Source: an optimization exercise on an open RTL-to-GDS flow (aim: small area, a short achievable clock period and few clock cycles per item). Production flows keep margins and buffers that such runs may drop. No activity file was given, so power comes from the tool's default toggle rates.

==> run a <==
==> flow/design.v <==
`timescale 1ns / 1ps
package spic_pkg;
  localparam int unsigned CFG_INDEX_W = 3;
  localparam logic [CFG_INDEX_W-1:0] CFG_QUERY_LENGTH   = 3'd0;
  localparam logic [CFG_INDEX_W-1:0] CFG_KEY_LENGTH     = 3'd1;
  localparam logic [CFG_INDEX_W-1:0] CFG_EXPECTED_TASKS = 3'd2;
  localparam logic [CFG_INDEX_W-1:0] CFG_ROW_LIMIT      = 3'd3;
  localparam logic [CFG_INDEX_W-1:0] CFG_INTERVAL_LIMIT = 3'd4;
  localparam logic [31:0] RST_QUERY_LENGTH   = 32'd1024;
  localparam logic [31:0] RST_KEY_LENGTH     = 32'd1024;
  localparam logic [31:0] RST_EXPECTED_TASKS = 32'd32;
  localparam logic [15:0] RST_ROW_LIMIT      = 16'd32;
  localparam logic [7:0]  RST_INTERVAL_LIMIT = 8'd16;
  typedef struct packed {
    logic [31:0] query_length;
    logic [31:0] key_length;
    logic [31:0] expected_tasks;
    logic [15:0] row_limit;
    logic [7:0]  interval_limit;
  } cfg_t;
endpackage
`timescale 1ns / 1ps
module spic_cfg_regs (
  input  logic                                clk,
  input  logic                                rst_n,
  input  logic                                cfg_we,
  input  logic [spic_pkg::CFG_INDEX_W-1:0]    cfg_index,
  input  logic [31:0]                         cfg_wdata,
  output spic_pkg::cfg_t                      cfg
);
  spic_pkg::cfg_t cfg_r;
  always_ff @(posedge clk) begin
    if (!rst_n) begin
      cfg_r.query_length   <= spic_pkg::RST_QUERY_LENGTH;
      cfg_r.key_length     <= spic_pkg::RST_KEY_LENGTH;
      cfg_r.expected_tasks <= spic_pkg::RST_EXPECTED_TASKS;
      cfg_r.row_limit      <= spic_pkg::RST_ROW_LIMIT;
      cfg_r.interval_limit <= spic_pkg::RST_INTERVAL_LIMIT;
    end else if (cfg_we) begin
      case (cfg_index)
        spic_pkg::CFG_QUERY_LENGTH:   cfg_r.query_length   <= cfg_wdata;
        spic_pkg::CFG_KEY_LENGTH:     cfg_r.key_length     <= cfg_wdata;
        spic_pkg::CFG_EXPECTED_TASKS: cfg_r.expected_tasks <= cfg_wdata;
        spic_pkg::CFG_ROW_LIMIT:      cfg_r.row_limit      <= cfg_wdata[15:0];
        spic_pkg::CFG_INTERVAL_LIMIT: cfg_r.interval_limit <= cfg_wdata[7:0];
        default: ;
      endcase
    end
  end
  assign cfg = cfg_r;
endmodule
`timescale 1ns / 1ps
module spic_check_core (
  input  logic              clk,
  input  logic              rst_n,
  input  logic              advance,
  input  spic_pkg::cfg_t    cfg,
  input  logic [31:0]       qs,
  input  logic [31:0]       qr,
  input  logic [31:0]       it,
  input  logic [31:0]       is,
  input  logic [31:0]       ie,
  input  logic              pe,
  output logic [1:0]        verdict,
  output logic              error_seen
);
  logic [31:0] cursor_r;
  logic [31:0] tasks_r;
  logic [31:0] last_stop_r;
  logic [7:0]  left_r;
  logic        failed_r;
  logic        first;
  logic [32:0] rem;          
  logic        rem_hi_zero;
  logic [31:0] tasks_inc;
  logic        hdr_bad, ivl_bad, failed_upd;
  logic        cur_ok, tasks_ok, left_ok, plan_ok;
  always_comb begin
    first       = (left_r == 8'd0);
    rem         = {1'b0, cfg.query_length} - {1'b0, cursor_r};
    rem_hi_zero = (rem[32:16] == 17'd0);
    tasks_inc   = tasks_r + 32'd1;
    hdr_bad = first && ((qs != cursor_r) ||
                        (qr[31:16] != 16'd0) ||
                        (qr[15:0] == 16'd0) ||
                        (qr[15:0] > cfg.row_limit) ||
                        rem[32] ||
                        (rem_hi_zero && (qr[15:0] > rem[15:0])) ||
                        (it[31:8] != 24'd0) ||
                        (it[7:0] == 8'd0) ||
                        (it[7:0] > cfg.interval_limit));
    ivl_bad = (is >= ie) || (ie > cfg.key_length) ||
              (!first && (is < last_stop_r));
    failed_upd = failed_r | hdr_bad | ivl_bad;
    cur_ok   = first ? (rem_hi_zero && (qr[15:0] == rem[15:0])) : (rem == 33'd0);
    tasks_ok = first ? (tasks_inc == cfg.expected_tasks) : (tasks_r == cfg.expected_tasks);
    left_ok  = first ? (it[31:1] == 31'd0) : (left_r == 8'd1);
    plan_ok  = !failed_upd && cur_ok && tasks_ok && left_ok;
    if (pe) begin
      verdict    = plan_ok ? 2'd1 : 2'd2;
      error_seen = !plan_ok;
    end else begin
      verdict    = 2'd0;
      error_seen = failed_upd;
    end
  end
  always_ff @(posedge clk) begin
    if (advance) begin
      last_stop_r <= ie;
    end
  end
  always_ff @(posedge clk) begin
    if (!rst_n) begin
      cursor_r <= 32'd0;
      tasks_r  <= 32'd0;
      left_r   <= 8'd0;
      failed_r <= 1'b0;
    end else if (advance) begin
      if (pe) begin
        cursor_r <= 32'd0;
        tasks_r  <= 32'd0;
        left_r   <= 8'd0;
        failed_r <= 1'b0;
      end else begin
        if (first) begin
          cursor_r <= cursor_r + {16'd0, qr[15:0]};
          tasks_r  <= tasks_inc;
        end
        left_r   <= (first ? it[7:0] : left_r) - 8'd1;
        failed_r <= failed_upd;
      end
    end
  end
endmodule
`timescale 1ns / 1ps
module sparse_interval_plan_checker (
  input  logic                             clk,
  input  logic                             rst_n,
  input  logic                             cfg_we,
  input  logic [spic_pkg::CFG_INDEX_W-1:0] cfg_index,
  input  logic [31:0]                      cfg_wdata,
  input  logic                             in_valid,
  output logic                             in_ready,
  input  logic [31:0]                      in_task_query_start,
  input  logic [31:0]                      in_task_query_rows,
  input  logic [31:0]                      in_task_interval_total,
  input  logic [31:0]                      in_interval_start,
  input  logic [31:0]                      in_interval_stop,
  input  logic                             in_plan_end,
  output logic                             out_valid,
  input  logic                             out_ready,
  output logic [1:0]                       out_verdict,
  output logic                             out_error_seen
);
  spic_pkg::cfg_t cfg;
  logic           advance;
  logic [1:0]     verdict;
  logic           error_seen;
  logic           res_valid_r;
  logic [1:0]     verdict_r;
  logic           error_seen_r;
  spic_cfg_regs u_cfg_regs (
    .clk       (clk),
    .rst_n     (rst_n),
    .cfg_we    (cfg_we),
    .cfg_index (cfg_index),
    .cfg_wdata (cfg_wdata),
    .cfg       (cfg)
  );
  assign in_ready = !res_valid_r || out_ready;
  assign advance  = in_valid && in_ready;
  spic_check_core u_check_core (
    .clk        (clk),
    .rst_n      (rst_n),
    .advance    (advance),
    .cfg        (cfg),
    .qs         (in_task_query_start),
    .qr         (in_task_query_rows),
    .it         (in_task_interval_total),
    .is         (in_interval_start),
    .ie         (in_interval_stop),
    .pe         (in_plan_end),
    .verdict    (verdict),
    .error_seen (error_seen)
  );
  always_ff @(posedge clk) begin
    if (!rst_n) begin
      res_valid_r <= 1'b0;
    end else if (in_ready) begin
      res_valid_r <= in_valid;
    end
  end
  always_ff @(posedge clk) begin
    if (in_ready) begin
      verdict_r    <= verdict;
      error_seen_r <= error_seen;
    end
  end
  assign out_valid      = res_valid_r;
  assign out_verdict    = verdict_r;
  assign out_error_seen = error_seen_r;
endmodule
==> flow/run.sh <==
#!/bin/bash
# synth_recipe.tcl (not shown) runs the flow's synth.tcl, then flattens the netlist and writes it again
# the make line also repeats each setting of config.mk as NAME=value (left out here)
make -C /OpenROAD-flow-scripts/flow DESIGN_CONFIG=/design/flow/config.mk WORK_HOME=/design/flow/orfs CLKGATE_MAP_FILE= SYNTH_SCRIPT=/design/flow/synth_recipe.tcl finish
==> flow/config.mk <==
export PLATFORM = sky130hd
export DESIGN_NAME = sparse_interval_plan_checker
export DESIGN_NICKNAME = sparse_interval_plan_checker
export VERILOG_FILES = /design/flow/design.v
export SDC_FILE = /design/flow/constraint.sdc
export NUM_CORES = 4
export LEC_CHECK = 0
export CAP_MARGIN = 20
export CORE_MARGIN = 2
export CORE_UTILIZATION = 40
export SLEW_MARGIN = 20
==> flow/constraint.sdc <==
create_clock -name core_clock -period 7.0 [get_ports {clk}]
set_input_delay 1.4000 -clock core_clock [delete_from_list [all_inputs] [get_ports {clk}]]
set_output_delay 1.4000 -clock core_clock [all_outputs]
set_load 0.01 [all_outputs]
==> run b (differences from run a) <==
--- a/flow/design.v
+++ b/flow/design.v
@@ -31,19 +31,21 @@
   spic_pkg::cfg_t cfg_r;
-  always_ff @(posedge clk) begin
-    if (!rst_n) begin
-      cfg_r.query_length   <= spic_pkg::RST_QUERY_LENGTH;
-      cfg_r.key_length     <= spic_pkg::RST_KEY_LENGTH;
-      cfg_r.expected_tasks <= spic_pkg::RST_EXPECTED_TASKS;
-      cfg_r.row_limit      <= spic_pkg::RST_ROW_LIMIT;
-      cfg_r.interval_limit <= spic_pkg::RST_INTERVAL_LIMIT;
-    end else if (cfg_we) begin
-      case (cfg_index)
-        spic_pkg::CFG_QUERY_LENGTH:   cfg_r.query_length   <= cfg_wdata;
-        spic_pkg::CFG_KEY_LENGTH:     cfg_r.key_length     <= cfg_wdata;
-        spic_pkg::CFG_EXPECTED_TASKS: cfg_r.expected_tasks <= cfg_wdata;
-        spic_pkg::CFG_ROW_LIMIT:      cfg_r.row_limit      <= cfg_wdata[15:0];
-        spic_pkg::CFG_INTERVAL_LIMIT: cfg_r.interval_limit <= cfg_wdata[7:0];
-        default: ;
-      endcase
-    end
+  logic [4:0]     en;
+  logic [31:0]    wd_ql, wd_kl, wd_et;
+  logic [15:0]    wd_rl;
+  logic [7:0]     wd_il;
+  always_comb begin
+    for (int i = 0; i < 5; i++)
+      en[i] = !rst_n || (cfg_we && (cfg_index == i[2:0]));
+    wd_ql = rst_n ? cfg_wdata        : spic_pkg::RST_QUERY_LENGTH;
+    wd_kl = rst_n ? cfg_wdata        : spic_pkg::RST_KEY_LENGTH;
+    wd_et = rst_n ? cfg_wdata        : spic_pkg::RST_EXPECTED_TASKS;
+    wd_rl = rst_n ? cfg_wdata[15:0]  : spic_pkg::RST_ROW_LIMIT;
+    wd_il = rst_n ? cfg_wdata[7:0]   : spic_pkg::RST_INTERVAL_LIMIT;
+  end
+  always_ff @(posedge clk) begin
+    if (en[0]) cfg_r.query_length   <= wd_ql;
+    if (en[1]) cfg_r.key_length     <= wd_kl;
+    if (en[2]) cfg_r.expected_tasks <= wd_et;
+    if (en[3]) cfg_r.row_limit      <= wd_rl;
+    if (en[4]) cfg_r.interval_limit <= wd_il;
   end
@@ -55,4 +57,5 @@
   input  logic              rst_n,
-  input  logic              advance,
   input  spic_pkg::cfg_t    cfg,
+  input  logic              acc,       
+  input  logic              adv,       
   input  logic [31:0]       qs,
@@ -66,19 +69,22 @@
 );
-  logic [31:0] cursor_r;
+  logic        fresh_r;
+  logic [32:0] cursor_r;
   logic [31:0] tasks_r;
+  logic [7:0]  left_r;
   logic [31:0] last_stop_r;
-  logic [7:0]  left_r;
+  logic        bad_r, first_r, pe_r;
   logic        failed_r;
   logic        first;
-  logic [32:0] rem;          
-  logic        rem_hi_zero;
-  logic [31:0] tasks_inc;
-  logic        hdr_bad, ivl_bad, failed_upd;
-  logic        cur_ok, tasks_ok, left_ok, plan_ok;
+  logic [31:0] cur_cur, tasks_cur;
+  logic [32:0] cursor_nxt;
+  logic [31:0] tasks_nxt;
+  logic [7:0]  left_nxt;
+  logic        hdr_bad, ivl_bad;
+  logic        cur_gt, cur_eq;
+  logic        failed_upd, plan_ok;
   always_comb begin
-    first       = (left_r == 8'd0);
-    rem         = {1'b0, cfg.query_length} - {1'b0, cursor_r};
-    rem_hi_zero = (rem[32:16] == 17'd0);
-    tasks_inc   = tasks_r + 32'd1;
-    hdr_bad = first && ((qs != cursor_r) ||
+    first     = fresh_r || (left_r == 8'd0);
+    cur_cur   = fresh_r ? 32'd0 : cursor_r[31:0];
+    tasks_cur = fresh_r ? 32'd0 : tasks_r;
+    hdr_bad = first && ((qs != cur_cur) ||
                         (qr[31:16] != 16'd0) ||
@@ -86,4 +92,2 @@
                         (qr[15:0] > cfg.row_limit) ||
-                        rem[32] ||
-                        (rem_hi_zero && (qr[15:0] > rem[15:0])) ||
                         (it[31:8] != 24'd0) ||
@@ -91,10 +95,13 @@
                         (it[7:0] > cfg.interval_limit));
-    ivl_bad = (is >= ie) || (ie > cfg.key_length) ||
-              (!first && (is < last_stop_r));
-    failed_upd = failed_r | hdr_bad | ivl_bad;
-    cur_ok   = first ? (rem_hi_zero && (qr[15:0] == rem[15:0])) : (rem == 33'd0);
-    tasks_ok = first ? (tasks_inc == cfg.expected_tasks) : (tasks_r == cfg.expected_tasks);
-    left_ok  = first ? (it[31:1] == 31'd0) : (left_r == 8'd1);
-    plan_ok  = !failed_upd && cur_ok && tasks_ok && left_ok;
-    if (pe) begin
+    ivl_bad = (is >= ie) || (!first && (is < last_stop_r));
+    cursor_nxt = {1'b0, cur_cur} + {17'd0, first ? qr[15:0] : 16'd0};
+    tasks_nxt  = tasks_cur + {31'd0, first};
+    left_nxt   = (first ? it[7:0] : left_r) - 8'd1;
+    cur_gt = cursor_r[32] || (cursor_r[31:0] > cfg.query_length);
+    cur_eq = !cursor_r[32] && (cursor_r[31:0] == cfg.query_length);
+    failed_upd = failed_r || bad_r || (first_r && cur_gt) ||
+                 (last_stop_r > cfg.key_length);
+    plan_ok    = !failed_upd && cur_eq && (tasks_r == cfg.expected_tasks) &&
+                 (left_r == 8'd0);
+    if (pe_r) begin
       verdict    = plan_ok ? 2'd1 : 2'd2;
@@ -107,4 +114,10 @@
   always_ff @(posedge clk) begin
-    if (advance) begin
+    if (acc) begin
+      cursor_r    <= cursor_nxt;
+      tasks_r     <= tasks_nxt;
+      left_r      <= left_nxt;
       last_stop_r <= ie;
+      bad_r       <= hdr_bad || ivl_bad;
+      first_r     <= first;
+      pe_r        <= pe;
     end
@@ -113,20 +126,12 @@
     if (!rst_n) begin
-      cursor_r <= 32'd0;
-      tasks_r  <= 32'd0;
-      left_r   <= 8'd0;
+      fresh_r <= 1'b1;
+    end else if (acc) begin
+      fresh_r <= pe;
+    end
+  end
+  always_ff @(posedge clk) begin
+    if (!rst_n) begin
       failed_r <= 1'b0;
-    end else if (advance) begin
-      if (pe) begin
-        cursor_r <= 32'd0;
-        tasks_r  <= 32'd0;
-        left_r   <= 8'd0;
-        failed_r <= 1'b0;
-      end else begin
-        if (first) begin
-          cursor_r <= cursor_r + {16'd0, qr[15:0]};
-          tasks_r  <= tasks_inc;
-        end
-        left_r   <= (first ? it[7:0] : left_r) - 8'd1;
-        failed_r <= failed_upd;
-      end
+    end else if (adv) begin
+      failed_r <= !pe_r && failed_upd;
     end
@@ -155,5 +160,3 @@
   spic_pkg::cfg_t cfg;
-  logic           advance;
-  logic [1:0]     verdict;
-  logic           error_seen;
+  logic           s2_valid_r;
   logic           res_valid_r;
@@ -161,2 +164,5 @@
   logic           error_seen_r;
+  logic           res_free, acc, adv;
+  logic [1:0]     verdict;
+  logic           error_seen;
   spic_cfg_regs u_cfg_regs (
@@ -169,4 +175,6 @@
   );
-  assign in_ready = !res_valid_r || out_ready;
-  assign advance  = in_valid && in_ready;
+  assign res_free = !res_valid_r || out_ready;
+  assign in_ready = !s2_valid_r || res_free;
+  assign acc      = in_valid && in_ready;
+  assign adv      = s2_valid_r && res_free;
   spic_check_core u_check_core (
@@ -174,4 +182,5 @@
     .rst_n      (rst_n),
-    .advance    (advance),
     .cfg        (cfg),
+    .acc        (acc),
+    .adv        (adv),
     .qs         (in_task_query_start),
@@ -187,9 +196,11 @@
     if (!rst_n) begin
+      s2_valid_r  <= 1'b0;
       res_valid_r <= 1'b0;
-    end else if (in_ready) begin
-      res_valid_r <= in_valid;
-    end
-  end
-  always_ff @(posedge clk) begin
-    if (in_ready) begin
+    end else begin
+      if (in_ready) s2_valid_r  <= in_valid;
+      if (res_free) res_valid_r <= s2_valid_r;
+    end
+  end
+  always_ff @(posedge clk) begin
+    if (adv) begin
       verdict_r    <= verdict;
==> notes <==
Against run a, the routed wire length of run b is lower by about 28%.
Between run a and run b, the lower synthesized cell count is in run b (gap 49%, measured against run b).
Between run b and run a, the lower non-clock buffer count is in run b (gap 4).
Clock power: run b is lower than run a (15%).
Die area: run b is lower than run a (8.6%).
Against run a, the clock skew of run b is lower by 0.014 ns.
In run b the first-iteration DRC count is lower than in run a, by about 30%.
Worst hold slack: run a is worse than run b (0.045 ns).
Utilization: run b is higher than run a (0.57 points).
In run a the synthesized area is higher than in run b, by about 10%.
No run of this note included a check of the RTL's function; only the layout flow was run.

[what the ideal ports hide]
In the flow no input, the clock included, has a driving cell. The finished layouts below were timed again as built, in two steps. Step 1, drivers: a clkbuf_16 drives clk and a buf_2 each remaining input, both assumed. Step 2 adds t to the input delays and takes it off the output delays; t is the mean of the earliest and latest rising clock arrival at the registers after step 1. Input paths then give back, and output paths get back, about the clock's delay inside the block. Slacks: no drivers / after step 1 / after step 2; pairs: no drivers / after step 1.
run	t, ns	setup slack, ns	worst hold slack (ns)	latest minus earliest clock arrival (ns)	slew at the worst register clock pin (ns)
run a	0.598	2.331 / 2.331 / 2.017	0.456 / 0.456 / 0.456	0.026 / 0.026	0.07 / 0.07
run b	0.586	2.735 / 2.735 / 2.350	0.501 / 0.501 / 0.501	0.014 / 0.014	0.07 / 0.07
After both steps setup and hold are still met in every run listed. The setup slack of run b, which loses most, moves by 0.000 ns with the drivers and by -0.385 ns with both steps.
